This is an optimization exercise on Yosys and OpenROAD, whose aim is small area, not a production implementation. The RTL was checked by simulation tests, not by an equivalence proof against the original design. Power and IR drop assume default switching activity.

**design.v**
```verilog
module audio_seq_synth #(
  parameter int NUM_CH    = 2,
  parameter int DEPTH     = 64,
  parameter int HP_W      = 7,
  parameter int TICK_DIV  = 4,
  parameter int SUB_TICKS = 32,
  parameter int SUBSTEPS  = 8,
  parameter int GATE      = 4,
  localparam int ADDR_W   = $clog2(DEPTH),
  localparam int CH_W     = (NUM_CH > 1) ? $clog2(NUM_CH) : 1
) (
  input  logic              clk,
  input  logic              rst,
  input  logic              run,
  input  logic              wr_en,
  input  logic [CH_W-1:0]   wr_ch,
  input  logic [ADDR_W-1:0] wr_addr,
  input  logic [HP_W-1:0]   wr_data,
  input  logic [ADDR_W-1:0] loop_end,
  output logic              audio,
  output logic [NUM_CH-1:0] ch_out,
  output logic [ADDR_W-1:0] step,
  output logic              beat
);
  localparam int PRE_W = (TICK_DIV > 1) ? $clog2(TICK_DIV) : 1;
  localparam int TC_W  = (SUB_TICKS > 1) ? $clog2(SUB_TICKS) : 1;
  localparam int SUB_W = (SUBSTEPS > 1) ? $clog2(SUBSTEPS) : 1;
  localparam logic [PRE_W-1:0]  PRE_MAX  = PRE_W'(TICK_DIV - 1);
  localparam logic [ADDR_W-1:0] STEP_MAX = ADDR_W'(DEPTH - 1);
  localparam int RL = DEPTH - 1;
  logic [NUM_CH-1:0][RL-1:0][HP_W-1:0] ring;
  logic [HP_W-1:0]   tap    [NUM_CH];
  logic [HP_W-1:0]   m0     [NUM_CH];
  logic [HP_W-1:0]   cur    [NUM_CH];
  logic [HP_W-1:0]   nxt    [NUM_CH];
  logic [HP_W-1:0]   hp_cur [NUM_CH];
  logic [HP_W-1:0]   hp_ctr [NUM_CH];
  logic [ADDR_W-1:0] rot;
  logic [PRE_W-1:0]  presc;
  logic [TC_W-1:0]   tc;
  logic [SUB_W-1:0]  sub;
  logic              acc;
  logic [ADDR_W-1:0] next_step;
  logic              tick;
  logic              boundary;
  logic              gate;
  logic              wrap_pt;
  localparam int TB_W = SUB_W + TC_W + PRE_W;
  logic [TB_W-1:0] tb_cnt;
  assign presc    = tb_cnt[PRE_W-1:0];
  assign tc       = tb_cnt[PRE_W +: TC_W];
  assign sub      = tb_cnt[PRE_W+TC_W +: SUB_W];
  assign tick     = run && (presc == PRE_MAX);
  assign boundary = run && (tb_cnt == '1);
  assign gate     = run && (32'(sub) < 32'(GATE));
  always_comb begin
    wrap_pt = 1'b0;
    wrap_pt = (step == loop_end) || (step == STEP_MAX);
    next_step = wrap_pt ? '0 : step + 1'b1;
  end
  logic [HP_W-1:0]   wdata;
  logic [ADDR_W:0]   wdiff;
  logic [ADDR_W-1:0] wpos;
  logic [7:0]        lo_ln;
  logic [7:0]        hi_ln [NUM_CH];
  assign wdata = rst ? '0 : wr_data;
  always_comb begin
    wdiff = {1'b0, wr_addr} - {1'b0, rot};
    if (wdiff[ADDR_W])
      wpos = ADDR_W'(wdiff + (ADDR_W+1)'(RL));
    else if (wdiff[ADDR_W-1:0] == ADDR_W'(RL))
      wpos = '0;
    else
      wpos = wdiff[ADDR_W-1:0];
    for (int i = 0; i < 8; i++)
      lo_ln[i] = rst || (wpos[2:0] == 3'(i));
    for (int c = 0; c < NUM_CH; c++)
      for (int i = 0; i < 8; i++)
        hi_ln[c][i] = rst || (wr_en && (32'(wr_ch) == c) && (wr_addr != '0) &&
                              (wpos[5:3] == 3'(i)));
  end
  always_ff @(posedge clk or posedge rst) begin
    if (rst)
      rot <= '0;
    else
      rot <= (rot == '0) ? ADDR_W'(RL - 1) : rot - 1'b1;
  end
  logic [HP_W-1:0] wdata_n;
  logic [RL-1:0]   rsel_n [NUM_CH];
  assign wdata_n = ~wdata;
  always_comb
    for (int c = 0; c < NUM_CH; c++)
      for (int k = 0; k < RL; k++)
        rsel_n[c][k] = ~(hi_ln[c][k / 8] && lo_ln[k % 8]);
  for (genvar c = 0; c < NUM_CH; c++) begin : g_ch
    assign tap[c] = ring[c][0];
    for (genvar k = 0; k < RL; k++) begin : g_pos
      for (genvar b = 0; b < HP_W; b++) begin : g_bit
        if (k == 0) begin : g_buf
          audseq_ring_bit #(.INV(0)) u_b (
            .clk(clk), .sel_n(rsel_n[c][k]), .wd(wdata[b]),
            .prev(ring[c][RL-1][b]), .q(ring[c][k][b]));
        end else begin : g_inv
          audseq_ring_bit #(.INV(1)) u_b (
            .clk(clk), .sel_n(rsel_n[c][k]),
            .wd((k % 2 == 1) ? wdata[b] : wdata_n[b]),
            .prev(ring[c][k-1][b]), .q(ring[c][k][b]));
        end
      end
    end
  end
  always_ff @(posedge clk) begin
    for (int c = 0; c < NUM_CH; c++)
      if (rst || (wr_en && 32'(wr_ch) == c && wr_addr == '0))
        m0[c] <= wdata;
  end
  logic wr_cur, wr_nxt, nxt_fill;
  assign wr_cur   = (wr_addr == step);
  assign wr_nxt   = (wr_addr == step + 1'b1);
  assign nxt_fill = (rot == step);
  always_ff @(posedge clk) begin
    for (int c = 0; c < NUM_CH; c++) begin
      if (boundary)
        cur[c] <= (wr_en && 32'(wr_ch) == c && wr_nxt) ? wr_data : nxt[c];
      else if (wr_en && 32'(wr_ch) == c && wr_cur)
        cur[c] <= wr_data;
      if (!boundary) begin
        if (wr_en && 32'(wr_ch) == c && wr_nxt)
          nxt[c] <= wr_data;
        else if (nxt_fill)
          nxt[c] <= tap[c];
      end
    end
  end
  always_ff @(posedge clk or posedge rst) begin
    if (rst) begin
      tb_cnt <= '0;
      step   <= '0;
      beat   <= 1'b0;
    end else begin
      beat <= boundary;
      if (run) begin
        tb_cnt <= tb_cnt + 1'b1;
        if (boundary)
          step <= next_step;
      end
    end
  end
  logic [HP_W-1:0] hp_inc [NUM_CH];
  always_comb
    for (int c = 0; c < NUM_CH; c++)
      hp_inc[c] = hp_ctr[c] + 1'b1;
  always_ff @(posedge clk or posedge rst) begin
    if (rst) begin
      for (int c = 0; c < NUM_CH; c++) begin
        hp_cur[c] <= '0;
        hp_ctr[c] <= '0;
      end
      ch_out <= '0;
    end else begin
      for (int c = 0; c < NUM_CH; c++) begin
        if (!run)
          hp_cur[c] <= (step == '0) ? m0[c] : cur[c];
        else if (boundary)
          hp_cur[c] <= wrap_pt ? m0[c] : nxt[c];
        if (boundary || !gate || (hp_cur[c] == '0)) begin
          ch_out[c] <= 1'b0;
          hp_ctr[c] <= '0;
        end else if (tick) begin
          if (hp_inc[c] == hp_cur[c]) begin
            ch_out[c] <= ~ch_out[c];
            hp_ctr[c] <= '0;
          end else begin
            hp_ctr[c] <= hp_inc[c];
          end
        end
      end
    end
  end
  always_ff @(posedge clk or posedge rst) begin
    if (rst) begin
      acc   <= 1'b0;
      audio <= 1'b0;
    end else if (!run) begin
      audio <= 1'b0;
    end else begin
      audio <= (acc & ch_out[0]) | (acc & ch_out[1]) | (ch_out[0] & ch_out[1]);
      acc   <= acc ^ ch_out[0] ^ ch_out[1];
    end
  end
endmodule
module audseq_ring_bit #(
  parameter bit INV = 1'b1
) (
  input  logic clk,
  input  logic sel_n,
  input  logic wd,
  input  logic prev,
  output logic q
);
  always_ff @(posedge clk)
    if (INV)
      q <= ~(sel_n ? prev : wd);
    else
      q <= sel_n ? prev : wd;
endmodule
```
**run.sh**
```bash
#!/bin/bash
# synth_recipe.tcl (not shown) runs the flow's synth.tcl, then flattens the netlist and writes it again
# the make line also repeats each setting of config.mk as NAME=value (left out here)
make -C /OpenROAD-flow-scripts/flow DESIGN_CONFIG=/design/flow/config.mk WORK_HOME=/design/flow/orfs CLKGATE_MAP_FILE= SYNTH_SCRIPT=/design/flow/synth_recipe.tcl finish
```
**config.mk**
```make
export PLATFORM = sky130hd
export DESIGN_NAME = audio_seq_synth
export DESIGN_NICKNAME = audio_seq_synth
export VERILOG_FILES = /design/flow/design.v
export SDC_FILE = /design/flow/constraint.sdc
export NUM_CORES = 4
export LEC_CHECK = 0
export CAP_MARGIN = 20
export CORE_MARGIN = 2
export CORE_UTILIZATION = 25
export CTS_BUF_LIST = sky130_fd_sc_hd__clkbuf_4
export SLEW_MARGIN = 20
export SYNTH_HIERARCHICAL = 1
```
**constraint.sdc**
```tcl
create_clock -name core_clock -period 10.0 [get_ports {clk}]
set_input_delay 2.0000 -clock core_clock [delete_from_list [all_inputs] [get_ports {clk}]]
set_output_delay 2.0000 -clock core_clock [all_outputs]
set_load 0.01 [all_outputs]
```
==> results.sh, run 1 <==
export IMPL_fin_setup_tns_ns=0
export IMPL_drt_pass1_iterations=5
export IMPL_worstReg2RegEnd="g_ch[0].g_pos[58].g_bit[4].g_inv.u_b.q$_DFF_P_"
export IMPL_synthesis_nets=2544
export IMPL_status="no timing/DRC/antenna violations"
export IMPL_drv_slew=0
export IMPL_timing_final_crit_share_pct=62.4
export IMPL_critPathMaxStageDelay_ns=0.91
export IMPL_ctsHtreeMaxLevel=4
export IMPL_rows=134
export IMPL_cts_hold_buffers_added=0
export IMPL_cellLeakagePower_uw=0.0171
export IMPL_ys_seq_area_share_pct=60.6
export IMPL_synth_edf_count=42
export IMPL_grt_start_max_net_pins=81
export IMPL_clk_pin_slew_ns=0.07
export IMPL_port_buffers=33
export IMPL_die_y_um=370
export IMPL_worst_slew_pin_slew_ns=1.13
export IMPL_layout_area_overhead_vs_synth_pct=16.5
export IMPL_finClkSkew_ns=0.0982
export IMPL_drv_cap=0
export IMPL_relSlewSlack_pct=24.0
export IMPL_nets=2790
export IMPL_cts_tree="built"
export IMPL_fmax_mhz=160
export IMPL_routed_wl_um=81300
export IMPL_final_common_cell="dfxtp_1"
export IMPL_cts_resized_gates=0
export IMPL_async_flop_share_pct=5.62
export IMPL_hold_path_class="reg -> reg"
export IMPL_ys_ff_latch=979
export IMPL_core_area_mm2=0.133
export IMPL_overflow=0
export IMPL_dp_cells=4282
export IMPL_reg2regPathDepth=11
export IMPL_ys_flop_type="dfxtp_1"
export IMPL_startpoint_type="input pin"
export IMPL_worstSetupPathType="in -> reg"
export IMPL_vias=20422
export IMPL_drive_gt1_share_pct=16.7
export IMPL_antenna_found_initial=2
export IMPL_min_period_ns=6.24
export IMPL_synth_area_mm2=0.0335
export IMPL_path_cells="clkdlybuf4s50_1 -> inv_1 -> ha_1 -> fa_1 -> nor2b_1 -> o2111ai_1 -> nand2_1 -> o31ai_4 -> o32ai_4 -> buf_4 -> nor3b_2 -> a31oi_1 -> mux2i_1"
export IMPL_cts_setup_buffers=0
export IMPL_fillCellCount=13668
export IMPL_syn_inst=2503
export IMPL_crit_path_top_delay_cell="nor3b_2"
export IMPL_drtIter0Drc=1111
export IMPL_p_per_area_mw_per_mm2=212
export IMPL_min_path_cells=1
export IMPL_fin_cells=4672
export IMPL_rsz0062_at_grt="no"
export IMPL_r2r_start="rot[0]$_DFF_PP0_"
export IMPL_grt_pass1_vias=20880
export IMPL_avgRoutedWirePerCell_um=17.4
export IMPL_via_per_inst=4.37
export IMPL_hold_viol=0
export IMPL_cts_made_buffers=232
export IMPL_finalInstanceArea_mm2=0.0390
export IMPL_final_cell_mix="dfxtp_1, mux2i_1, clkbuf_4"
export IMPL_antenna_left=0
export IMPL_setup_violations=0
export IMPL_crit_path_max_fanout=27
export IMPL_timing_hold_ws_ns=0.356
export IMPL_cts_sink_count=979
export IMPL_ys_warn_count=27
export IMPL_grt_use_total_pct=11.9
export IMPL_arrival_ns=7.11
export IMPL_clock_root_buffer="clkbuf_4"
export IMPL_holdPathEnd="g_ch[0].g_pos[47].g_bit[3].g_inv.u_b.q$_DFF_P_"
export IMPL_synth_cell_types=73
export IMPL_synth_area_per_cell_um2=13.4
export IMPL_fp_dieW_um=370
export IMPL_drc=0
export IMPL_place_area_mm2=0.0361
export IMPL_irDropWorstVdd_uv=98.0
export IMPL_end_kind="register"
export IMPL_hold_path_startpoint="g_ch[0].g_pos[46].g_bit[3].g_inv.u_b.q$_DFF_P_"
export IMPL_cp_required_ns=10.88
export IMPL_clock_latency_ns=1.10
export IMPL_place_congestion=0.827
export IMPL_grt_first_pass_wirelength_um=127000
export IMPL_initial_core_util_pct=25.2
export IMPL_hpwl_um=46200
export IMPL_clock_path_buffers=3
export IMPL_ff2ff_setup_slack_ns=4.83
export IMPL_io_pins=34
export IMPL_dieArea_mm2=0.137
area by class of cell:
| type | count | area [um2] | area share [%] |
|---|---|---|---|
| Sequential cell | 979 | 20300 | 52.0 |
| Multi-Input combinational cell | 1433 | 13000 | 33.3 |
| Clock buffer | 332 | 2490 | 6.39 |
| Tap cell | 1768 | 2210 | 5.67 |
| Timing Repair Buffer | 68 | 588 | 1.51 |
| Clock inverter | 54 | 295 | 0.757 |
| Inverter | 35 | 140 | 0.359 |
| Antenna cell | 3 | 7.51 | 0.0192 |
cells by family after synthesis:
family / count (synthesis) / synth area share, %
xor gates and xnor gates: 73 / 2.18
adders and majority gates: 17 / 0.680
muxes: 914 / 27.6
AOI/OAI and AO/OA: 225 / 4.63
buffers and inverters: 91 / 1.14
and+or+nand+nor: 204 / 3.12
DFF: 979 / 60.6
how the worst max path moves through the flow:
stage | start | end | slack [ns] | cells past startpoint
finish | wr_addr[0] | g_ch[0].g_pos[58].g_bit[4].g_inv.u_b.q$_DFF_P_ | 3.76 | 13
global route | wr_addr[0] | g_ch[0].g_pos[0].g_bit[0].g_buf.u_b.q$_DFF_P_ | 3.75 | 12
CTS | wr_addr[0] | g_ch[0].g_pos[58].g_bit[4].g_inv.u_b.q$_DFF_P_ | 4.04 | 13
detailed placement | wr_addr[0] | g_ch[0].g_pos[62].g_bit[4].g_inv.u_b.q$_DFF_P_ | 2.88 | 13
global placement | wr_addr[0] | g_ch[0].g_pos[58].g_bit[2].g_inv.u_b.q$_DFF_P_ | 2.89 | 13
floorplan | rst | g_ch[0].g_pos[0].g_bit[0].g_buf.u_b.q$_DFF_P_ | 3.16 | 5
worst max-delay path, delay by kind of cell:
| family | cells | cell delay (ns) |
|---|---|---|
| buffers and inverters | 3 | 1.08 |
| AOI/OAI and AO/OA | 4 | 1.26 |
| muxes | 1 | 0.23 |
| and+or+nand+nor | 3 | 1.82 |
| adders and majority gates | 2 | 0.70 |
power breakdown:
group | internal, uW | switching, uW
combinational | 302 | 448
clock | 1520 | 1550
sequential | 4300 | 128
total | 6130 | 2130
routing by layer:
layer | GRT usage, % | routed length, um | share of wire [%] | vias up
li1 | - | - | - | 9729
met2 | 17.9 | 35600 | 44 | 543
met4 | 4.28 | 1600 | 2.0 | 2
met1 | 16.5 | 39800 | 49 | 10015
met3 | 2.73 | 4190 | 5.2 | 133
met5 | 0 | 10 | 0.012 | -
Yosys cell counts (17+ instances only):
| cell | n | area [um2] |
|---|---|---|
| clkbuf_1 | 34 | 128 |
| xnor2_1 | 49 | 429 |
| inv_1 | 34 | 128 |
| dfrtp_1 | 55 | 1380 |
| dfxtp_1 | 882 | 17700 |
| nor2_1 | 33 | 124 |
| edfxtp_1 | 42 | 1260 |
| nand3_1 | 20 | 100 |
| mux2i_1 | 869 | 8700 |
| mux2_2 | 31 | 349 |
| a21oi_1 | 47 | 235 |
| xor2_1 | 17 | 149 |
| a31oi_1 | 82 | 513 |
| nand2_1 | 72 | 270 |
| o21ai_0 | 25 | 125 |
| nor3_1 | 17 | 85.1 |
stage by stage:
| stage | utilization, % | power (uW) | worst slack (ns) |
|---|---|---|---|
| final | 29.3 | 8250 | 3.76 |
| after global placement | 27.1 | 5250 | 2.89 |
| after CTS | 29.2 | 8360 | 4.04 |
| after global routing | 29.3 | 8660 | 3.75 |
| after detailed placement | 27.1 | 5260 | 2.88 |
| after floorplan | - | 5000 | 3.16 |
sequential cells by signal, indices dropped and copies added (netlist names):
signal,flops
tb_cnt,10
nxt,14
rot,6
beat,1
g_ch.g_pos.g_bit.g_inv.u_b.q,868
step,6
hp_ctr,14
g_ch.g_pos.g_bit.g_buf.u_b.q,14
acc,1
hp_cur,14
m0,14
audio,1
cur,14
ch_out,2
==> run 2: changes to the inputs <==
--- a/config.mk
+++ b/config.mk
@@ -7,7 +7,9 @@
 export LEC_CHECK = 0
 export CAP_MARGIN = 20
 export CORE_MARGIN = 2
-export CORE_UTILIZATION = 25
-export CTS_BUF_LIST = sky130_fd_sc_hd__clkbuf_4
+export CORE_UTILIZATION = 40
+export CTS_BUF_LIST = sky130_fd_sc_hd__clkbuf_8
+export CTS_CLUSTER_DIAMETER = 60
+export CTS_CLUSTER_SIZE = 16
 export SLEW_MARGIN = 20
 export SYNTH_HIERARCHICAL = 1
==> run 2 against run 1 <==
Effect of this change: hold slack improved by 0.031 ns; final cell count decreased by 21%; still clean on timing, DRC and antenna; critical path depth unchanged; via count decreased by 3.7%; synthesized cell count unchanged; clock power decreased by 31%; critical path type unchanged; non-clock buffer count increased by 1; first-iteration DRC count increased by 16%; sequential power about the same; utilization increased by 15 points; largest cell class unchanged; wire length decreased by 1.4%; combinational power increased by 0.8%.
==> results.sh, run 2 <==
export IMPL_antenna_found_initial=1
export IMPL_drtIter0Drc=1284
export IMPL_clk_pin_slew_ns=0.10
export IMPL_ys_warn_count=27
export IMPL_rsz0062_at_grt="no"
export IMPL_layout_area_overhead_vs_synth_pct=9.86
export IMPL_worstSetupPathType="in -> reg"
export IMPL_synth_most_common_cell="dfxtp_1"
export IMPL_hold_path_startpoint="g_ch[1].g_pos[23].g_bit[3].g_inv.u_b.q$_DFF_P_"
export IMPL_end_kind="register"
export IMPL_timing_final_crit_share_pct=65.8
export IMPL_yosysTopAreaCell="dfxtp_1"
export IMPL_p_clk_share_pct=28.9
export IMPL_port_buffers=33
export IMPL_place_congestion=0.821
export IMPL_synth_top_area_share_pct=52.7
export IMPL_async_flop_share_pct=5.62
export IMPL_syn_inst=2503
export IMPL_synth_area_per_cell_um2=13.4
export IMPL_crit_path_max_fanout=13
export IMPL_final_core_util_pct=44.2
export IMPL_clock_root_buffer="clkbuf_8"
export IMPL_avgRoutedWirePerCell_um=21.7
export IMPL_switching_share_pct=25.4
export IMPL_rows=106
export IMPL_internal_power_uw=5440
export IMPL_final_common_cell="dfxtp_1"
export IMPL_drv_slew=0
export IMPL_setup_violations=0
export IMPL_path_depth=13
export IMPL_drc=0
export IMPL_worst_slew_pin_slew_ns=1.18
export IMPL_critPathLaunch="wr_addr[0]"
export IMPL_clock_path_buffers=3
export IMPL_cp_required_ns=10.61
export IMPL_irDropWorstVdd_uv=91.3
export IMPL_cts_hold_buffers_added=0
export IMPL_fin_setup_tns_ns=0
export IMPL_finalPower_uw=7290
export IMPL_grt_use_total_pct=18.5
export IMPL_grt_start_max_net_pins=69
export IMPL_core_area_mm2=0.0833
export IMPL_grt_pass1_vias=20418
export IMPL_synth_edf_count=42
export IMPL_cts_setup_buffers=0
export IMPL_cts_sink_count=979
export IMPL_ys_ff_latch=979
export IMPL_cp_top_family="compound AO/OA/AOI/OAI gates"
export IMPL_ys_flop_type="dfxtp_1"
export IMPL_ys_seq_area_share_pct=60.6
export IMPL_drv_cap=0
export IMPL_overflow=0
export IMPL_pre_cts_slack_ns=2.78
export IMPL_relSlewSlack_pct=21.1
export IMPL_routed_wl_um=80100
export IMPL_setup_ws_ns=3.42
export IMPL_clock_latency_ns=0.70
export IMPL_p_per_area_mw_per_mm2=198
export IMPL_synthTopCellsByCount="dfxtp_1, mux2i_1, a31oi_1"
export IMPL_drive_gt1_share_pct=9.29
export IMPL_antenna_left=0
export IMPL_register_area_mm2=0.0203
export IMPL_timing_hold_ws_ns=0.387
export IMPL_drt_pass1_iterations=7
export IMPL_hold_path_class="reg -> reg"
export IMPL_critPathMaxStageDelay_ns=0.86
export IMPL_final_cell_mix="dfxtp_1, mux2i_1, clkbuf_8"
export IMPL_nets=2635
export IMPL_synthTopCellsByArea="dfxtp_1, mux2i_1, dfrtp_1"
export IMPL_synth_area_mm2=0.0335
export IMPL_status="no timing/DRC/antenna violations"
export IMPL_largest_reg_flops=868
export IMPL_ctsHtreeMaxLevel=3
export IMPL_synth_cell_types=73
export IMPL_largest_register="g_ch.g_pos.g_bit.g_inv.u_b.q"
export IMPL_arrival_ns=7.20
export IMPL_fillCellCount=7482
export IMPL_min_path_cells=1
export IMPL_startpoint_type="input pin"
export IMPL_p_switching_uw=1850
export IMPL_cts_made_buffers=76
export IMPL_hpwl_um=47700
export IMPL_fp_dieW_um=293
export IMPL_seqPwrFrac_pct=60.7
export IMPL_path_buf_inv=3
export IMPL_via_per_inst=5.32
export IMPL_reg2regPathDepth=11
export IMPL_vias=19671
export IMPL_cts_resized_gates=0
export IMPL_cts_tree="built"
export IMPL_path_cells="clkdlybuf4s50_1 -> inv_1 -> ha_1 -> fa_1 -> xnor2_2 -> nand3_1 -> mux2_2 -> or3_1 -> a31oi_4 -> nor2_2 -> buf_4 -> a31oi_1 -> mux2i_1"
export IMPL_comb_power_share_pct=10.4
export IMPL_dieArea_mm2=0.0860
export IMPL_grt_first_pass_wirelength_um=124000
export IMPL_cellLeakagePower_uw=0.0161
export IMPL_die_y_um=293
export IMPL_min_period_ns=6.58
export IMPL_fmax_mhz=152
export IMPL_crit_path_top_delay_cell="a31oi_1"
export IMPL_multi_input_area_mm2=0.0131
export IMPL_r2r_start="rot[0]$_DFF_PP0_"
export IMPL_initial_core_util_pct=40.2
export IMPL_io_pins=34
export IMPL_hold_viol=0
export IMPL_finClkSkew_ns=0.0233
export IMPL_synthesis_nets=2544
[run 2: area by class of cell]
type / count / share of cell area, %
flip-flops and latches: 979 / 55.2
multi-input cells: 1433 / 35.5
well taps: 1080 / 3.67
clock buffers: 79 / 2.96
repair buffers: 69 / 1.63
clock inverters: 22 / 0.687
inverters: 35 / 0.381
diodes: 2 / 0.0136
[run 2: worst reg2reg max path: stages (launching register included)]
cell,delay [ns]
dfrtp_1,0.48
ha_1,0.25
fa_1,0.48
xnor2_2,0.53
nand3_1,0.15
mux2_2,0.37
or3_1,0.45
a31oi_4,0.60
nor2_2,0.29
buf_4,0.28
a31oi_1,0.86
mux2i_1,0.30
[run 2: layer usage]
metal | wire length (um) | vias up | GRT usage [%]
met1 | 38100 | 9870 | 25.6
li1 | - | 9204 | -
met3 | 3650 | 139 | 3.18
met4 | 2000 | 0 | 5.44
met5 | 0 | - | 0
met2 | 36300 | 458 | 29.7
[run 2: final timing paths]
kind                                                                        to  slack (ns)
worst min-delay path            g_ch[1].g_pos[24].g_bit[3].g_inv.u_b.q$_DFF_P_        0.39
min in group asynchronous                             hp_cur[1][0]$_DFFE_PP0P_        1.96
worst min register to register  g_ch[1].g_pos[24].g_bit[3].g_inv.u_b.q$_DFF_P_        0.39
max in group asynchronous                                  step[1]$_DFFE_PP0P_        7.41
worst max-delay path            g_ch[0].g_pos[12].g_bit[1].g_inv.u_b.q$_DFF_P_        3.42
worst max register to register  g_ch[0].g_pos[12].g_bit[1].g_inv.u_b.q$_DFF_P_        4.90
[run 2: through the flow]
step	cells	instance area, um2
2_1_floorplan	2503	33500
3_3_place_gp	3590	35200
3_5_place_dp	3592	35300
4_1_cts	3693	36700
5_1_grt	3699	36800
6_report	3699	36800
[run 2: cell families after synthesis]
kind of cell | share of synthesized area [%]
flops | 60.6
compound gates | 4.63
fa+ha+maj | 0.680
mux | 27.6
buf+inv | 1.14
simple gates | 3.12
xor+xnor | 2.18
[run 2: power by group through the flow]
stage / clock [uW] / combinational [uW] / sequential [uW]
final: 2110 / 756 / 4430
after floorplan: 0 / 532 / 4470
after CTS: 2180 / 755 / 4430
after global routing: 2330 / 816 / 4460
after detailed placement: 0 / 749 / 4520
after global placement: 0 / 727 / 4510
==> run 3: changes to the inputs <==
--- a/design.v
+++ b/design.v
@@ -28,6 +28,8 @@
   localparam logic [PRE_W-1:0]  PRE_MAX  = PRE_W'(TICK_DIV - 1);
   localparam logic [ADDR_W-1:0] STEP_MAX = ADDR_W'(DEPTH - 1);
   localparam int RL = DEPTH - 1;
+  localparam int NM = (RL + 1) / 2;
+  localparam int M_W = $clog2(NM);
   logic [NUM_CH-1:0][RL-1:0][HP_W-1:0] ring;
   logic [HP_W-1:0]   tap    [NUM_CH];
   logic [HP_W-1:0]   m0     [NUM_CH];
@@ -58,12 +60,21 @@
     wrap_pt = (step == loop_end) || (step == STEP_MAX);
     next_step = wrap_pt ? '0 : step + 1'b1;
   end
-  logic [HP_W-1:0]   wdata;
+  logic              clr2;       
+  logic              clear;
+  logic              wr_ok;
   logic [ADDR_W:0]   wdiff;
   logic [ADDR_W-1:0] wpos;
-  logic [7:0]        lo_ln;
-  logic [7:0]        hi_ln [NUM_CH];
-  assign wdata = rst ? '0 : wr_data;
+  logic              wa_en;      
+  logic [M_W-1:0]    wa_m;       
+  logic              p_val;      
+  logic              p_ch;
+  logic [M_W-1:0]    p_m;
+  logic [HP_W-1:0]   p_data;
+  logic              pb_en;
+  logic [HP_W-1:0]   bus_a, bus_b;
+  assign clear = rst || clr2;
+  assign wr_ok = wr_en && !rst && (wr_addr != '0);
   always_comb begin
     wdiff = {1'b0, wr_addr} - {1'b0, rot};
     if (wdiff[ADDR_W])
@@ -72,47 +83,62 @@
       wpos = '0;
     else
       wpos = wdiff[ADDR_W-1:0];
-    for (int i = 0; i < 8; i++)
-      lo_ln[i] = rst || (wpos[2:0] == 3'(i));
-    for (int c = 0; c < NUM_CH; c++)
-      for (int i = 0; i < 8; i++)
-        hi_ln[c][i] = rst || (wr_en && (32'(wr_ch) == c) && (wr_addr != '0) &&
-                              (wpos[5:3] == 3'(i)));
-  end
-  always_ff @(posedge clk or posedge rst) begin
-    if (rst)
-      rot <= '0;
-    else
-      rot <= (rot == '0) ? ADDR_W'(RL - 1) : rot - 1'b1;
-  end
-  logic [HP_W-1:0] wdata_n;
-  logic [RL-1:0]   rsel_n [NUM_CH];
-  assign wdata_n = ~wdata;
+  end
+  assign wa_en = wr_ok && !wpos[0];
+  assign wa_m  = wpos[ADDR_W-1:1];
+  assign pb_en = p_val && !(wa_en && (wr_ch == p_ch) && (wa_m == p_m));
+  assign bus_a = wr_data;
+  assign bus_b = clear ? '0 : p_data;
+  always_ff @(posedge clk or posedge rst) begin
+    if (rst) begin
+      rot   <= '0;
+      clr2  <= 1'b1;
+      p_val <= 1'b0;
+    end else begin
+      rot   <= (rot == '0) ? ADDR_W'(RL - 1) : rot - 1'b1;
+      clr2  <= 1'b0;
+      p_val <= wr_ok && wpos[0];
+    end
+  end
+  always_ff @(posedge clk) begin
+    p_ch   <= wr_ch;
+    p_m    <= wpos[ADDR_W-1:1] + 1'b1;
+    p_data <= wr_data;
+  end
+  logic [NM-1:0] sel_a [NUM_CH];
+  logic [NM-1:0] sel_b [NUM_CH];
+  logic [NM-1:0] sel_h [NUM_CH];
   always_comb
     for (int c = 0; c < NUM_CH; c++)
-      for (int k = 0; k < RL; k++)
-        rsel_n[c][k] = ~(hi_ln[c][k / 8] && lo_ln[k % 8]);
+      for (int m = 0; m < NM; m++) begin
+        sel_a[c][m] = wa_en && (32'(wr_ch) == c) && (wa_m == M_W'(m));
+        sel_b[c][m] = clear || (pb_en && (32'(p_ch) == c) && (p_m == M_W'(m)));
+        sel_h[c][m] = !(sel_a[c][m] || sel_b[c][m]);
+      end
   for (genvar c = 0; c < NUM_CH; c++) begin : g_ch
     assign tap[c] = ring[c][0];
     for (genvar k = 0; k < RL; k++) begin : g_pos
-      for (genvar b = 0; b < HP_W; b++) begin : g_bit
-        if (k == 0) begin : g_buf
-          audseq_ring_bit #(.INV(0)) u_b (
-            .clk(clk), .sel_n(rsel_n[c][k]), .wd(wdata[b]),
-            .prev(ring[c][RL-1][b]), .q(ring[c][k][b]));
-        end else begin : g_inv
-          audseq_ring_bit #(.INV(1)) u_b (
-            .clk(clk), .sel_n(rsel_n[c][k]),
-            .wd((k % 2 == 1) ? wdata[b] : wdata_n[b]),
-            .prev(ring[c][k-1][b]), .q(ring[c][k][b]));
+      if (k % 2 == 0) begin : g_wr
+        localparam bit BUS_INV = ((k / 2) % 2 == 0);
+        logic [HP_W-1:0] da, db;
+        assign da = BUS_INV ? ~bus_a : bus_a;
+        assign db = BUS_INV ? ~bus_b : bus_b;
+        for (genvar b = 0; b < HP_W; b++) begin : g_bit
+          audseq_ring_bit u_b (
+            .clk(clk), .sel_h(sel_h[c][k/2]), .sel_a(sel_a[c][k/2]),
+            .sel_b(sel_b[c][k/2]), .prev(ring[c][(k + RL - 1) % RL][b]),
+            .da(da[b]), .db(db[b]), .q(ring[c][k][b]));
         end
+      end else begin : g_pass
+        always_ff @(posedge clk)
+          ring[c][k] <= ring[c][k-1];
       end
     end
   end
   always_ff @(posedge clk) begin
     for (int c = 0; c < NUM_CH; c++)
       if (rst || (wr_en && 32'(wr_ch) == c && wr_addr == '0))
-        m0[c] <= wdata;
+        m0[c] <= rst ? '0 : wr_data;
   end
   logic wr_cur, wr_nxt, nxt_fill;
   assign wr_cur   = (wr_addr == step);
@@ -189,18 +215,16 @@
     end
   end
 endmodule
-module audseq_ring_bit #(
-  parameter bit INV = 1'b1
-) (
+module audseq_ring_bit (
   input  logic clk,
-  input  logic sel_n,
-  input  logic wd,
+  input  logic sel_h,
+  input  logic sel_a,
+  input  logic sel_b,
   input  logic prev,
+  input  logic da,
+  input  logic db,
   output logic q
 );
   always_ff @(posedge clk)
-    if (INV)
-      q <= ~(sel_n ? prev : wd);
-    else
-      q <= sel_n ? prev : wd;
+    q <= ~((prev & sel_h) | (da & sel_a) | (db & sel_b));
 endmodule
==> run 3 against run 2 <==
Effect of this change: hold slack worse by 0.071 ns; die area down 8.5%; setup slack gained 0.020 ns; final cell count fell by 7.9%; via count increased by 12%; sequential power barely moved; clock power about the same; critical path depth fell by 2; synthesized cell count decreased by 7.2%; fmax is 0.31% higher; largest cell class unchanged; largest power group unchanged.
==> results.sh, run 3 <==
export IMPL_routed_wl_um=98900
export IMPL_crit_path_max_fanout=16
export IMPL_antenna_left=0
export IMPL_arrival_ns=7.12
export IMPL_die_y_um=281
export IMPL_drt_pass1_iterations=14
export IMPL_final_common_cell="dfxtp_1"
export IMPL_end_kind="register"
export IMPL_seqPwrFrac_pct=62.2
export IMPL_synth_area_per_cell_um2=13.2
export IMPL_dieArea_mm2=0.0787
export IMPL_worst_slew_pin_slew_ns=1.10
export IMPL_async_flop_share_pct=5.73
export IMPL_fmax_mhz=152
export IMPL_drv_cap=0
export IMPL_path_cells="clkdlybuf4s50_1 -> ha_1 -> or2_1 -> o22ai_2 -> xnor2_1 -> nand4_1 -> a211oi_1 -> nand3_1 -> nor2_1 -> a211oi_1 -> a222oi_1"
export IMPL_largest_register="g_ch.g_pos.g_wr.g_bit.u_b.q"
export IMPL_drtIter0Drc=4912
export IMPL_pre_cts_slack_ns=2.92
export IMPL_synthesis_nets=2370
export IMPL_comb_power_share_pct=8.4
export IMPL_ys_seq_area_share_pct=67.4
export IMPL_synthTopCellsByArea="dfxtp_1, a222oi_1, dfrtp_1"
export IMPL_grt_first_pass_wirelength_um=144000
export IMPL_cts_resized_gates=0
export IMPL_timing_final_crit_share_pct=65.6
export IMPL_cellLeakagePower_uw=0.0122
export IMPL_antenna_found_initial=1
export IMPL_clk_pin_slew_ns=0.10
export IMPL_synth_cell_types=70
export IMPL_cts_made_buffers=77
export IMPL_fin_setup_tns_ns=0
export IMPL_grt_start_max_net_pins=122
export IMPL_clock_path_buffers=3
export IMPL_ys_ff_latch=994
export IMPL_hold_path_class="reg -> reg"
export IMPL_io_pins=34
export IMPL_drv_slew=0
export IMPL_setup_violations=0
export IMPL_synth_most_common_cell="dfxtp_1"
export IMPL_startpoint_type="input pin"
export IMPL_ys_warn_count=476
export IMPL_worstSetupPathType="in -> reg"
export IMPL_synth_top_area_share_pct=58.6
export IMPL_initial_core_util_pct=40.3
export IMPL_setup_ws_ns=3.44
export IMPL_port_buffers=33
export IMPL_drc=0
export IMPL_p_per_area_mw_per_mm2=213
export IMPL_synth_area_mm2=0.0306
export IMPL_min_period_ns=6.56
export IMPL_core_area_mm2=0.0758
export IMPL_fillCellCount=6872
export IMPL_via_per_inst=6.49
export IMPL_hpwl_um=56400
export IMPL_final_cell_mix="dfxtp_1, a222oi_1, nor2_1"
export IMPL_reg_top3="g_ch.g_pos.g_wr.g_bit.u_b.q x448, ring x434"
export IMPL_status="no timing/DRC/antenna violations"
export IMPL_critPathMostFrequentCell="a211oi_1"
export IMPL_clock_latency_ns=0.73
export IMPL_cts_tree="built"
export IMPL_grt_pass1_vias=21637
export IMPL_layout_area_overhead_vs_synth_pct=9.47
export IMPL_synthTopCellsByCount="dfxtp_1, a222oi_1, nor2_1"
export IMPL_internal_power_uw=5320
export IMPL_p_clk_share_pct=29.4
export IMPL_relSlewSlack_pct=25.9
export IMPL_rsz0062_at_grt="no"
export IMPL_ctsHtreeMaxLevel=3
export IMPL_hold_viol=0
export IMPL_syn_inst=2323
export IMPL_irDropWorstVdd_uv=110
export IMPL_nets=2449
export IMPL_critPathMaxStageDelay_ns=0.82
export IMPL_cts_hold_buffers_added=0
export IMPL_p_switching_uw=1830
export IMPL_ys_flop_type="dfxtp_1"
export IMPL_fp_dieW_um=281
export IMPL_synth_edf_count=42
export IMPL_vias=22090
export IMPL_switching_share_pct=25.5
export IMPL_register_area_mm2=0.0206
export IMPL_cts_sink_count=994
export IMPL_clock_root_buffer="clkbuf_8"
export IMPL_largest_reg_flops=448
export IMPL_place_congestion=0.867
export IMPL_overflow=0
export IMPL_crit_path_top_delay_cell="nand3_1"
export IMPL_cp_required_ns=10.56
export IMPL_yosysTopAreaCell="dfxtp_1"
export IMPL_drive_gt1_share_pct=9.48
export IMPL_rows=101
export IMPL_cts_setup_buffers=0
export IMPL_finClkSkew_ns=0.0412
export IMPL_grt_use_total_pct=24.7
export IMPL_avgRoutedWirePerCell_um=29.1
export IMPL_multi_input_area_mm2=0.00953
## run 3: metrics by stage
stage	power (uW)	utilization (%)	hold slack, ns	cells	area [um2]
finish	7150	44.2	0.316	3405	33500
global route	7390	44.2	0.329	3405	33500
CTS	7160	44.1	0.312	3404	33500
detailed placement	5110	42.4	0.312	3301	32100
global placement	5100	42.4	0.311	3301	32100
floorplan	4840	-	0.310	2323	30600
## run 3: critical path, delay by kind of cell
kind | cells | cell delay (ns)
AOI/OAI and AO/OA | 4 | 1.32
xor gates and xnor gates | 1 | 0.76
adders and majority gates | 1 | 0.32
buffers and inverters | 1 | 0.65
and+or+nand+nor | 4 | 2.06
## run 3: per-module statistics from Yosys (local to each module, per instance)
| module | flops+latches | cells |
|---|---|---|
| audio_seq_synth | 546 | 1427 |
| audseq_ring_bit | 1 | 2 |
## run 3: cell families after synthesis
group           Yosys count  share of synthesized area (%)
flops                   994                           67.4
simple gates            381                           5.60
compound gates          701                           21.1
fa+ha+maj                23                          0.990
other cells               1                         0.0123
buf+inv                 118                           1.60
mux                      35                           1.27
xor+xnor                 70                           2.10
## run 3: cell type report
cell class                      count  area share (%)
Antenna cell                        1         0.00747
Clock buffer                       81            3.33
Clock inverter                     22           0.691
Inverter                           45           0.508
Multi-Input combinational cell   1211            28.4
Sequential cell                   994            61.5
Tap cell                          978            3.65
Timing Repair Buffer               73            1.82
## run 3: routing by layer
metal	track usage (%)	share of wire, %	vias to the layer above
met5	0	0	-
met4	11.7	4.9	0
met3	5.04	11	341
met2	38.4	44	1506
met1	32.9	40	10722
li1	-	-	9521
## run 3: power by group through the flow
stage	Combinational, uW	Sequential, uW	Clock [uW]
3_3_place_gp	571	4530	0
5_1_grt	639	4470	2290
4_1_cts	588	4440	2140
3_5_place_dp	583	4520	0
6_report	603	4440	2100
2_1_floorplan	381	4450	0
## run 3: worst paths after layout
check | startpoint | cells after the start | end | slack [ns]
min in group asynchronous | rst | 3 | p_val$_DFF_PP0_ | 2.15
worst max register to register | rot[1]$_DFF_PP0_ | 11 | g_ch[1].g_pos[4].g_wr.g_bit[1].u_b.q$_DFF_P_ | 4.68
worst min-delay path | g_ch[1].g_pos[44].g_wr.g_bit[2].u_b.q$_DFF_P_ | 0 | ring[758]$_DFF_P_ | 0.32
max in group asynchronous | rst | 3 | hp_ctr[0][0]$_DFFE_PP0P_ | 7.32
worst min register to register | g_ch[1].g_pos[44].g_wr.g_bit[2].u_b.q$_DFF_P_ | 0 | ring[758]$_DFF_P_ | 0.32
worst max-delay path | wr_addr[2] | 11 | g_ch[1].g_pos[4].g_wr.g_bit[1].u_b.q$_DFF_P_ | 3.44
==> run 4: changes to the inputs <==
--- a/design.v
+++ b/design.v
@@ -105,16 +105,33 @@
     p_m    <= wpos[ADDR_W-1:1] + 1'b1;
     p_data <= wr_data;
   end
+  localparam int NHI = (NM + 7) / 8;
+  logic [NHI-1:0] a_hi_n [NUM_CH];
+  logic [NHI-1:0] b_hi_n [NUM_CH];
+  logic [7:0]     a_lo_n, b_lo_n;
+  always_comb begin
+    for (int j = 0; j < 8; j++) begin
+      a_lo_n[j] = !(wa_m[2:0] == 3'(j));
+      b_lo_n[j] = !(clear || (p_m[2:0] == 3'(j)));
+    end
+    for (int c = 0; c < NUM_CH; c++)
+      for (int i = 0; i < NHI; i++) begin
+        a_hi_n[c][i] = !(wa_en && (32'(wr_ch) == c) && (32'(wa_m[M_W-1:3]) == i));
+        b_hi_n[c][i] = !(clear || (pb_en && (32'(p_ch) == c) &&
+                                   (32'(p_m[M_W-1:3]) == i)));
+      end
+  end
   logic [NM-1:0] sel_a [NUM_CH];
   logic [NM-1:0] sel_b [NUM_CH];
   logic [NM-1:0] sel_h [NUM_CH];
-  always_comb
-    for (int c = 0; c < NUM_CH; c++)
-      for (int m = 0; m < NM; m++) begin
-        sel_a[c][m] = wa_en && (32'(wr_ch) == c) && (wa_m == M_W'(m));
-        sel_b[c][m] = clear || (pb_en && (32'(p_ch) == c) && (p_m == M_W'(m)));
-        sel_h[c][m] = !(sel_a[c][m] || sel_b[c][m]);
-      end
+  for (genvar c = 0; c < NUM_CH; c++) begin : g_sel
+    for (genvar m = 0; m < NM; m++) begin : g_m
+      audseq_pos_sel u_s (
+        .a_hi_n(a_hi_n[c][m/8]), .a_lo_n(a_lo_n[m%8]),
+        .b_hi_n(b_hi_n[c][m/8]), .b_lo_n(b_lo_n[m%8]),
+        .sel_a(sel_a[c][m]), .sel_b(sel_b[c][m]), .sel_h(sel_h[c][m]));
+    end
+  end
   for (genvar c = 0; c < NUM_CH; c++) begin : g_ch
     assign tap[c] = ring[c][0];
     for (genvar k = 0; k < RL; k++) begin : g_pos
@@ -228,3 +245,16 @@
   always_ff @(posedge clk)
     q <= ~((prev & sel_h) | (da & sel_a) | (db & sel_b));
 endmodule
+module audseq_pos_sel (
+  input  logic a_hi_n,
+  input  logic a_lo_n,
+  input  logic b_hi_n,
+  input  logic b_lo_n,
+  output logic sel_a,
+  output logic sel_b,
+  output logic sel_h
+);
+  assign sel_a = !(a_hi_n || a_lo_n);
+  assign sel_b = !(b_hi_n || b_lo_n);
+  assign sel_h = !(sel_a || sel_b);
+endmodule
==> run 4 against run 3 <==
Effect of this change: register-to-register slack improved by 0.34 ns; non-clock buffer count unchanged; sequential share of layout area is 1.4 points higher; combinational power grew 53%; wire length fell by 6.5%; first-iteration DRC count fell by 6.4%; area after synthesis decreased by 2.9%; die area down 2.9%; clock skew grew 0.044 ns; utilization is 0.53 points higher; critical path depth is 3 higher; critical path type unchanged.
==> results.sh, run 4 <==
export IMPL_antenna_cells=0
export IMPL_cts_sink_count=994
export IMPL_layout_area_overhead_vs_synth_pct=10.2
export IMPL_port_buffers=33
export IMPL_final_cell_mix="dfxtp_1, a222oi_1, nor2_1"
export IMPL_grtUsageMet3_pct=5.19
export IMPL_synth_edf_count=42
export IMPL_end_kind="register"
export IMPL_largest_register="g_ch.g_pos.g_wr.g_bit.u_b.q"
export IMPL_worstSetupPathType="in -> reg"
export IMPL_worst_slew_pin_slew_ns=1.19
export IMPL_place_congestion=0.826
export IMPL_cts_hold_buffers_added=0
export IMPL_final_common_cell="dfxtp_1"
export IMPL_timing_final_crit_share_pct=64.6
export IMPL_synth_top_family_by_area="compound AO/OA/AOI/OAI gates"
export IMPL_p_per_area_mw_per_mm2=243
export IMPL_drv_cap=0
export IMPL_synth_adder_area_share_pct=1.05
export IMPL_synth_area_per_cell_um2=13.5
export IMPL_synth_top_area_share_pct=60.4
export IMPL_top_usage_layer="met2"
export IMPL_clock_root_buffer="clkbuf_8"
export IMPL_ys_flop_type="dfxtp_1"
export IMPL_clock_path_buffers=3
export IMPL_worstReg2RegEnd="g_ch[1].g_pos[6].g_wr.g_bit[1].u_b.q$_DFF_P_"
export IMPL_crit_path_max_fanout=16
export IMPL_synthSimpleGateAreaFrac_pct=5.58
export IMPL_yosysTopAreaCell="dfxtp_1"
export IMPL_muxShareOfSynthArea_pct=0.641
export IMPL_initial_core_util_pct=40.6
export IMPL_nets=2365
export IMPL_hold_viol=0
export IMPL_synthesis_nets=2242
export IMPL_clock_latency_ns=0.75
export IMPL_cts_made_buffers=74
export IMPL_met2_usage_pct=35.6
export IMPL_cp_required_ns=10.55
export IMPL_grt_start_max_net_pins=60
export IMPL_cellLeakagePower_uw=0.0121
export IMPL_relSlewSlack_pct=20.7
export IMPL_synthTopCellsByCount="dfxtp_1, a222oi_1, nor2_1"
export IMPL_setup_violations=0
export IMPL_drive_gt1_share_pct=8.30
export IMPL_startpoint_type="input pin"
export IMPL_avgRoutedWirePerCell_um=28.1
export IMPL_rows=99
export IMPL_min_period_ns=6.46
export IMPL_r2r_start="rot[0]$_DFF_PP0_"
export IMPL_place_area_mm2=0.0314
export IMPL_overflow=0
export IMPL_routed_wl_um=92500
export IMPL_io_pins=34
export IMPL_dieArea_mm2=0.0764
export IMPL_finalPower_uw=7960
export IMPL_drt_pass1_iterations=14
export IMPL_die_y_um=276
export IMPL_syn_inst=2195
export IMPL_ctsHtreeMaxLevel=3
export IMPL_finalInstanceArea_mm2=0.0327
export IMPL_fin_setup_tns_ns=0
export IMPL_drc=0
export IMPL_ff2ff_setup_slack_ns=5.02
export IMPL_synth_cell_types=85
export IMPL_fmax_mhz=155
export IMPL_finClkSkew_ns=0.0851
export IMPL_use_met1_pct=32.7
export IMPL_min_path_cells=0
export IMPL_endpoint="g_ch[1].g_pos[6].g_wr.g_bit[1].u_b.q$_DFF_P_"
export IMPL_critPathLaunch="wr_addr[0]"
export IMPL_via_per_inst=6.47
export IMPL_grt_use_total_pct=23.5
export IMPL_reg_top3="g_ch.g_pos.g_wr.g_bit.u_b.q x448, ring x434"
export IMPL_grt_pass1_vias=20749
export IMPL_antenna_left=0
export IMPL_synthTopCellsByArea="dfxtp_1, a222oi_1, dfrtp_1"
export IMPL_fp_dieW_um=276
export IMPL_synth_compound_area_share_pct=20.4
export IMPL_synth_most_common_cell="dfxtp_1"
export IMPL_grt_first_pass_wirelength_um=136000
export IMPL_cts_setup_buffers=0
export IMPL_rsz0062_at_grt="no"
export IMPL_clk_pin_slew_ns=0.09
export IMPL_cts_tree="built"
export IMPL_ys_warn_count=477
export IMPL_synth_xor_area_share_pct=1.90
export IMPL_drv_slew=0
export IMPL_async_flop_share_pct=5.73
export IMPL_core_area_mm2=0.0732
export IMPL_reg2regPathDepth=12
export IMPL_synth_area_mm2=0.0297
export IMPL_ys_ff_latch=994
export IMPL_vias=21325
export IMPL_antenna_found_initial=0
export IMPL_hpwl_um=51900
export IMPL_arrival_ns=7.01
export IMPL_ys_seq_area_share_pct=69.4
export IMPL_hold_path_class="reg -> reg"
export IMPL_irDropWorstVdd_uv=159
export IMPL_largest_reg_flops=448
export IMPL_cts_resized_gates=0
export IMPL_drtIter0Drc=4597
export IMPL_status="no timing/DRC/antenna violations"
==> run 4: worst max-delay path, stage by stage <==
cell and delay (ns):
clkdlybuf4s50_1 0.53, inv_1 0.10, ha_1 0.24, fa_1 0.41
and2b_1 0.28, o21ai_0 0.14, a21oi_1 0.82, a21oi_1 0.16
or2_2 0.40, ha_1 0.25, ha_1 0.22, inv_1 0.78
nor2_1 0.33, a222oi_1 0.36
==> run 4: final cells by class <==
type	count	area [um2]
fillers	6549	40500
multi-input cells	1127	8850
clock buffers	78	1070
flip-flops and latches	994	20600
repair buffers	73	616
inverters	48	180
well taps	959	1200
clock inverters	18	183
==> run 4: worst min-delay path by stage <==
stage | endpoint | slack (ns) | startpoint
floorplan | ring[105]$_DFF_P_ | 0.31 | g_ch[0].g_pos[14].g_wr.g_bit[0].u_b.q$_DFF_P_
global placement | ring[346]$_DFF_P_ | 0.31 | g_ch[0].g_pos[48].g_wr.g_bit[3].u_b.q$_DFF_P_
detailed placement | ring[55]$_DFF_P_ | 0.31 | g_ch[0].g_pos[6].g_wr.g_bit[6].u_b.q$_DFF_P_
CTS | ring[536]$_DFF_P_ | 0.30 | g_ch[1].g_pos[12].g_wr.g_bit[4].u_b.q$_DFF_P_
global route | ring[236]$_DFF_P_ | 0.32 | g_ch[0].g_pos[32].g_wr.g_bit[5].u_b.q$_DFF_P_
finish | ring[536]$_DFF_P_ | 0.31 | g_ch[1].g_pos[12].g_wr.g_bit[4].u_b.q$_DFF_P_
==> run 4: Yosys stat by module (local to each module, per instance) <==
module           cells inside  cell area (um2)  copies in the design  flops+latches
audio_seq_synth          1107            15200                     1            546
audseq_pos_sel              3             16.3                    64              0
audseq_ring_bit             2             30.0                   448              1
==> run 4: metrics by stage <==
| step | worst slack [ns] | hold WS (ns) | utilization [%] | instances |
|---|---|---|---|---|
| after floorplan | 4.59 | 0.310 | - | 2195 |
| after global placement | 3.06 | 0.310 | 42.9 | 3200 |
| after detailed placement | 2.99 | 0.312 | 42.9 | 3200 |
| after CTS | 3.74 | 0.304 | 44.6 | 3296 |
| after global routing | 3.31 | 0.318 | 44.7 | 3297 |
| final | 3.54 | 0.307 | 44.7 | 3297 |
==> run 4: report_power, final <==
part / total (uW) / switching [uW] / leakage (uW) / internal (uW)
Clock: 2040 / 1260 / 0.000664 / 776
Sequential: 5000 / 266 / 0.00860 / 4740
Combinational: 920 / 564 / 0.00280 / 356
Total: 7960 / 2090 / 0.0121 / 5870
==> run 4: cells by family (layout without fill, tap and decap cells) <==
| family | after synthesis | after routing |
|---|---|---|
| other | 1 | 1 |
| buffers and inverters | 74 | 217 |
| AOI/OAI and AO/OA | 652 | 652 |
| adders and majority gates | 24 | 24 |
| DFF | 994 | 994 |
| xor gates and xnor gates | 62 | 62 |
| muxes | 17 | 17 |
| and+or+nand+nor | 371 | 371 |
==> run 4: routing by layer <==
metal / vias to the layer above / wire length [um] / share of wire [%]
met1: 10504 / 37800 / 41
met4: 0 / 3820 / 4.1
met5: - / 0 / 0
met2: 1362 / 40000 / 43
li1: 9210 / - / -
met3: 249 / 11000 / 12
==> run 5: changes to the inputs <==
--- a/design.v
+++ b/design.v
@@ -129,6 +129,8 @@
       audseq_pos_sel u_s (
         .a_hi_n(a_hi_n[c][m/8]), .a_lo_n(a_lo_n[m%8]),
         .b_hi_n(b_hi_n[c][m/8]), .b_lo_n(b_lo_n[m%8]),
+        .sel_a(sel_a[c][m]), .sel_b(sel_b[c][m]));
+      audseq_hold_sel u_h (
         .sel_a(sel_a[c][m]), .sel_b(sel_b[c][m]), .sel_h(sel_h[c][m]));
     end
   end
@@ -193,12 +195,21 @@
   always_comb
     for (int c = 0; c < NUM_CH; c++)
       hp_inc[c] = hp_ctr[c] + 1'b1;
-  always_ff @(posedge clk or posedge rst) begin
-    if (rst) begin
-      for (int c = 0; c < NUM_CH; c++) begin
+  logic [NUM_CH-1:0] restart;
+  always_comb
+    for (int c = 0; c < NUM_CH; c++)
+      restart[c] = boundary || !gate || (hp_cur[c] == '0);
+  always_ff @(posedge clk) begin
+    for (int c = 0; c < NUM_CH; c++)
+      if (rst || restart[c] || (tick && hp_inc[c] == hp_cur[c]))
+        hp_ctr[c] <= '0;
+      else if (tick)
+        hp_ctr[c] <= hp_inc[c];
+  end
+  always_ff @(posedge clk or posedge rst) begin
+    if (rst) begin
+      for (int c = 0; c < NUM_CH; c++)
         hp_cur[c] <= '0;
-        hp_ctr[c] <= '0;
-      end
       ch_out <= '0;
     end else begin
       for (int c = 0; c < NUM_CH; c++) begin
@@ -206,17 +217,10 @@
           hp_cur[c] <= (step == '0) ? m0[c] : cur[c];
         else if (boundary)
           hp_cur[c] <= wrap_pt ? m0[c] : nxt[c];
-        if (boundary || !gate || (hp_cur[c] == '0)) begin
+        if (restart[c])
           ch_out[c] <= 1'b0;
-          hp_ctr[c] <= '0;
-        end else if (tick) begin
-          if (hp_inc[c] == hp_cur[c]) begin
-            ch_out[c] <= ~ch_out[c];
-            hp_ctr[c] <= '0;
-          end else begin
-            hp_ctr[c] <= hp_inc[c];
-          end
-        end
+        else if (tick && hp_inc[c] == hp_cur[c])
+          ch_out[c] <= ~ch_out[c];
       end
     end
   end
@@ -251,10 +255,15 @@
   input  logic b_hi_n,
   input  logic b_lo_n,
   output logic sel_a,
-  output logic sel_b,
-  output logic sel_h
+  output logic sel_b
 );
   assign sel_a = !(a_hi_n || a_lo_n);
   assign sel_b = !(b_hi_n || b_lo_n);
+endmodule
+module audseq_hold_sel (
+  input  logic sel_a,
+  input  logic sel_b,
+  output logic sel_h
+);
   assign sel_h = !(sel_a || sel_b);
 endmodule
==> run 5 against run 4 <==
Effect of this change: still clean on timing, DRC and antenna; hold slack improved by 0.018 ns; clock power is 3% lower; setup slack improved by 0.033 ns; utilization decreased by 0.40 points; synthesized cell count fell by 0.18%; global-route usage rose by 0.35 points; register-to-register slack about the same; sequential power fell by 0.8%; critical path depth increased by 2; critical path type unchanged; largest cell class unchanged; largest power group unchanged.
==> results.sh, run 5 <==
export IMPL_status="no timing/DRC/antenna violations"
export IMPL_hpwl_um=51700
export IMPL_synth_area_mm2=0.0293
export IMPL_cts_resized_gates=0
export IMPL_grt_start_max_net_pins=47
export IMPL_ys_flop_type="dfxtp_1"
export IMPL_fmax_mhz=156
export IMPL_layout_area_overhead_vs_synth_pct=10.1
export IMPL_rsz0062_at_grt="no"
export IMPL_cts_setup_buffers=0
export IMPL_antenna_cells=0
export IMPL_fp_dieW_um=274
export IMPL_core_area_mm2=0.0727
export IMPL_worstSetupPathType="in -> reg"
export IMPL_synth_top_area_share_pct=62.2
export IMPL_drv_slew=0
export IMPL_largest_reg_flops=448
export IMPL_clock_path_buffers=3
export IMPL_drc=0
export IMPL_clk_pin_slew_ns=0.10
export IMPL_crit_path_top_delay_cell="nor2_1"
export IMPL_reg_top3="g_ch.g_pos.g_wr.g_bit.u_b.q x448, ring x434"
export IMPL_hold_viol=0
export IMPL_final_common_cell="dfxtp_1"
export IMPL_synth_area_per_cell_um2=13.4
export IMPL_synth_cell_types=70
export IMPL_dieArea_mm2=0.0753
export IMPL_synthTopCellsByCount="dfxtp_1, a222oi_1, nor2_1"
export IMPL_final_cell_mix="dfxtp_1, a222oi_1, nor2_1"
export IMPL_synth_edf_count=42
export IMPL_finalPower_uw=7790
export IMPL_place_congestion=0.841
export IMPL_drv_cap=0
export IMPL_setup_violations=0
export IMPL_grt_pass1_vias=20151
export IMPL_drt_pass1_iterations=15
export IMPL_antenna_found_initial=1
export IMPL_io_pins=34
export IMPL_cts_hold_buffers_added=0
export IMPL_cellLeakagePower_uw=0.0118
export IMPL_drtIter0Drc=4325
export IMPL_ys_seq_area_share_pct=70.2
export IMPL_path_buf_inv=4
export IMPL_timing_final_crit_share_pct=64.3
export IMPL_port_buffers=33
export IMPL_cts_made_buffers=73
export IMPL_finClkSkew_ns=0.0290
export IMPL_startpoint_type="input pin"
export IMPL_routed_wl_um=91400
export IMPL_irDropWorstVdd_uv=147
export IMPL_largest_register="g_ch.g_pos.g_wr.g_bit.u_b.q"
export IMPL_synthTopCellsByArea="dfxtp_1, a222oi_1, edfxtp_1"
export IMPL_avgRoutedWirePerCell_um=27.8
export IMPL_relSlewSlack_pct=19.2
export IMPL_fin_setup_tns_ns=0
export IMPL_via_per_inst=6.32
export IMPL_min_period_ns=6.43
export IMPL_cts_tree="built"
export IMPL_clock_root_buffer="clkbuf_8"
export IMPL_rows=99
export IMPL_overflow=0
export IMPL_die_y_um=274
export IMPL_synthesis_nets=2238
export IMPL_grt_use_total_pct=23.9
export IMPL_hold_path_class="reg -> reg"
export IMPL_path_cells="clkdlybuf4s50_1 -> inv_1 -> ha_1 -> fa_1 -> inv_1 -> ha_1 -> o2111ai_1 -> o21ba_2 -> a32o_1 -> o22ai_1 -> inv_1 -> ha_1 -> nand2_1 -> nor2_1 -> nor2_1 -> a222oi_1"
export IMPL_vias=20765
export IMPL_end_kind="register"
export IMPL_critPathMaxStageDelay_ns=0.67
export IMPL_nets=2356
export IMPL_worst_slew_pin_slew_ns=1.21
export IMPL_yosysTopAreaCell="dfxtp_1"
export IMPL_ys_ff_latch=994
export IMPL_grt_first_pass_wirelength_um=133000
export IMPL_syn_inst=2191
export IMPL_initial_core_util_pct=40.2
export IMPL_cts_sink_count=994
export IMPL_ctsHtreeMaxLevel=3
export IMPL_async_flop_share_pct=4.33
export IMPL_arrival_ns=7.01
export IMPL_antenna_left=0
export IMPL_clock_latency_ns=0.71
export IMPL_synth_most_common_cell="dfxtp_1"
export IMPL_cp_top_family="simple AND/OR/NAND/NOR gates"
export IMPL_p_per_area_mw_per_mm2=242
export IMPL_crit_path_max_fanout=9
export IMPL_cp_required_ns=10.58
export IMPL_drive_gt1_share_pct=8.09
export IMPL_ys_warn_count=477
==> run 5: cell types whose count changed in the layout (fill, tap and decap cells not counted), sizes merged, moves of 8 or more <==
cell,delta
inv,-8
dfrtp,-14
nor2,+70
o22a,-65
xnor2,+8
dfxtp,+14
==> run 5: power breakdown <==
part	total [uW]	switching (uW)	internal, uW
registers	4960	249	4710
clock network	1980	1230	752
logic	847	526	321
total	7790	2000	5790
==> run 5: final cells by class <==
cell class	count	area, um2
Timing Repair Buffer	71	581
Inverter	47	178
Fill cell	6562	40500
Clock buffer	76	1050
Clock inverter	15	151
Sequential cell	994	20500
Multi-Input combinational cell	1122	8510
Tap cell	959	1200
==> run 5: logic make-up after synthesis <==
family / Yosys count / share of synthesized area (%)
AOI/OAI and AO/OA: 570 / 18.3
xor gates and xnor gates: 74 / 2.24
adders and majority gates: 23 / 1.03
buffers and inverters: 75 / 1.01
DFF: 994 / 70.2
muxes: 19 / 0.761
other: 1 / 0.0128
and+or+nand+nor: 435 / 6.45
==> run 5: per-stage QoR <==
stage / setup slack [ns] / hold slack, ns / utilization [%] / area, um2 / std cells
after floorplan: 4.74 / 0.310 / - / 29300 / 2191
after global placement: 3.13 / 0.310 / 42.6 / 31000 / 3192
after detailed placement: 2.98 / 0.312 / 42.6 / 31000 / 3193
after CTS: 3.73 / 0.325 / 44.3 / 32200 / 3284
after global routing: 3.40 / 0.330 / 44.3 / 32200 / 3284
final: 3.57 / 0.326 / 44.3 / 32200 / 3284
==> run 5: Yosys stat by module (local to each module, per instance) <==
module / flops+latches / cell area, um2 / cells / copies in the design
audseq_ring_bit: 1 / 30.0 / 2 / 448
audseq_hold_sel: 0 / 3.75 / 1 / 64
audio_seq_synth: 546 / 15100 / 1103 / 1
audseq_pos_sel: 0 / 7.51 / 2 / 64
==> run 5: worst reg2reg max path, stage by stage (launching register included) <==
cell,delay (ns)
dfrtp_1,0.48
ha_1,0.25
fa_1,0.56
inv_1,0.16
ha_1,0.16
o2111ai_1,0.10
o21ba_2,0.29
a32o_1,0.40
o22ai_1,0.25
inv_1,0.16
ha_1,0.19
nand2_1,0.61
nor2_1,0.68
nor2_1,0.24
a222oi_1,0.37
==> run 5: routing by layer <==
layer | share of wire (%) | up-vias | global-route usage (%)
met2 | 44 | 1271 | 37.4
met5 | 0.014 | - | 0
met3 | 11 | 280 | 4.91
met1 | 40 | 10206 | 32.3
li1 | - | 9006 | -
met4 | 4.5 | 2 | 9.51
==> run 5: path summary, 6_finish.rpt <==
path | end | startpoint | slack (ns) | cells past startpoint
worst max register to register | g_ch[0].g_pos[8].g_wr.g_bit[3].u_b.q$_DFF_P_ | rot[0]$_DFF_PP0_ | 5.01 | 14
worst min-delay path | ring[605]$_DFF_P_ | g_ch[1].g_pos[22].g_wr.g_bit[3].u_b.q$_DFF_P_ | 0.33 | 0
worst min register to register | ring[605]$_DFF_P_ | g_ch[1].g_pos[22].g_wr.g_bit[3].u_b.q$_DFF_P_ | 0.33 | 0
worst max-delay path | g_ch[0].g_pos[8].g_wr.g_bit[3].u_b.q$_DFF_P_ | wr_addr[0] | 3.57 | 16
max in group asynchronous | ch_out[1]$_DFFE_PP0P_ | rst | 7.26 | 2
min in group asynchronous | tb_cnt[2]$_DFFE_PP0P_ | rst | 2.23 | 2

what the ideal ports hide:
In the flow no input, the clock included, has a driving cell. The finished layouts below were timed again as built, in two steps. Step 1 sets driving cells, clkbuf_16 on the clock port and buf_2 on the other inputs (assumed; they add their load-dependent delay and slew). Step 2, shift: input delay + t, output delay - t, t = (earliest + latest rising clock arrival at the registers) / 2. This alone moves slack from input paths to output paths. Three values: ideal, step 1, step 2; two values: the first two.
| run | t (ns) | slack for setup (ns) | worst register clock-pin slew, ns |
|---|---|---|---|
| run 1 | 1.107 | 3.765 / 3.781 / 2.674 | 0.08 / 0.08 |
| run 2 | 0.746 | 3.419 / 3.444 / 2.699 | 0.11 / 0.11 |
| run 3 | 0.778 | 3.439 / 3.472 / 2.694 | 0.10 / 0.10 |
| run 4 | 0.766 | 3.542 / 3.559 / 2.794 | 0.10 / 0.10 |
| run 5 | 0.754 | 3.574 / 3.598 / 2.845 | 0.11 / 0.11 |
After both steps setup and hold are still met in every run listed. The setup slack of run 1, which loses most, moves by +0.016 ns with the drivers and by -1.091 ns with both steps.
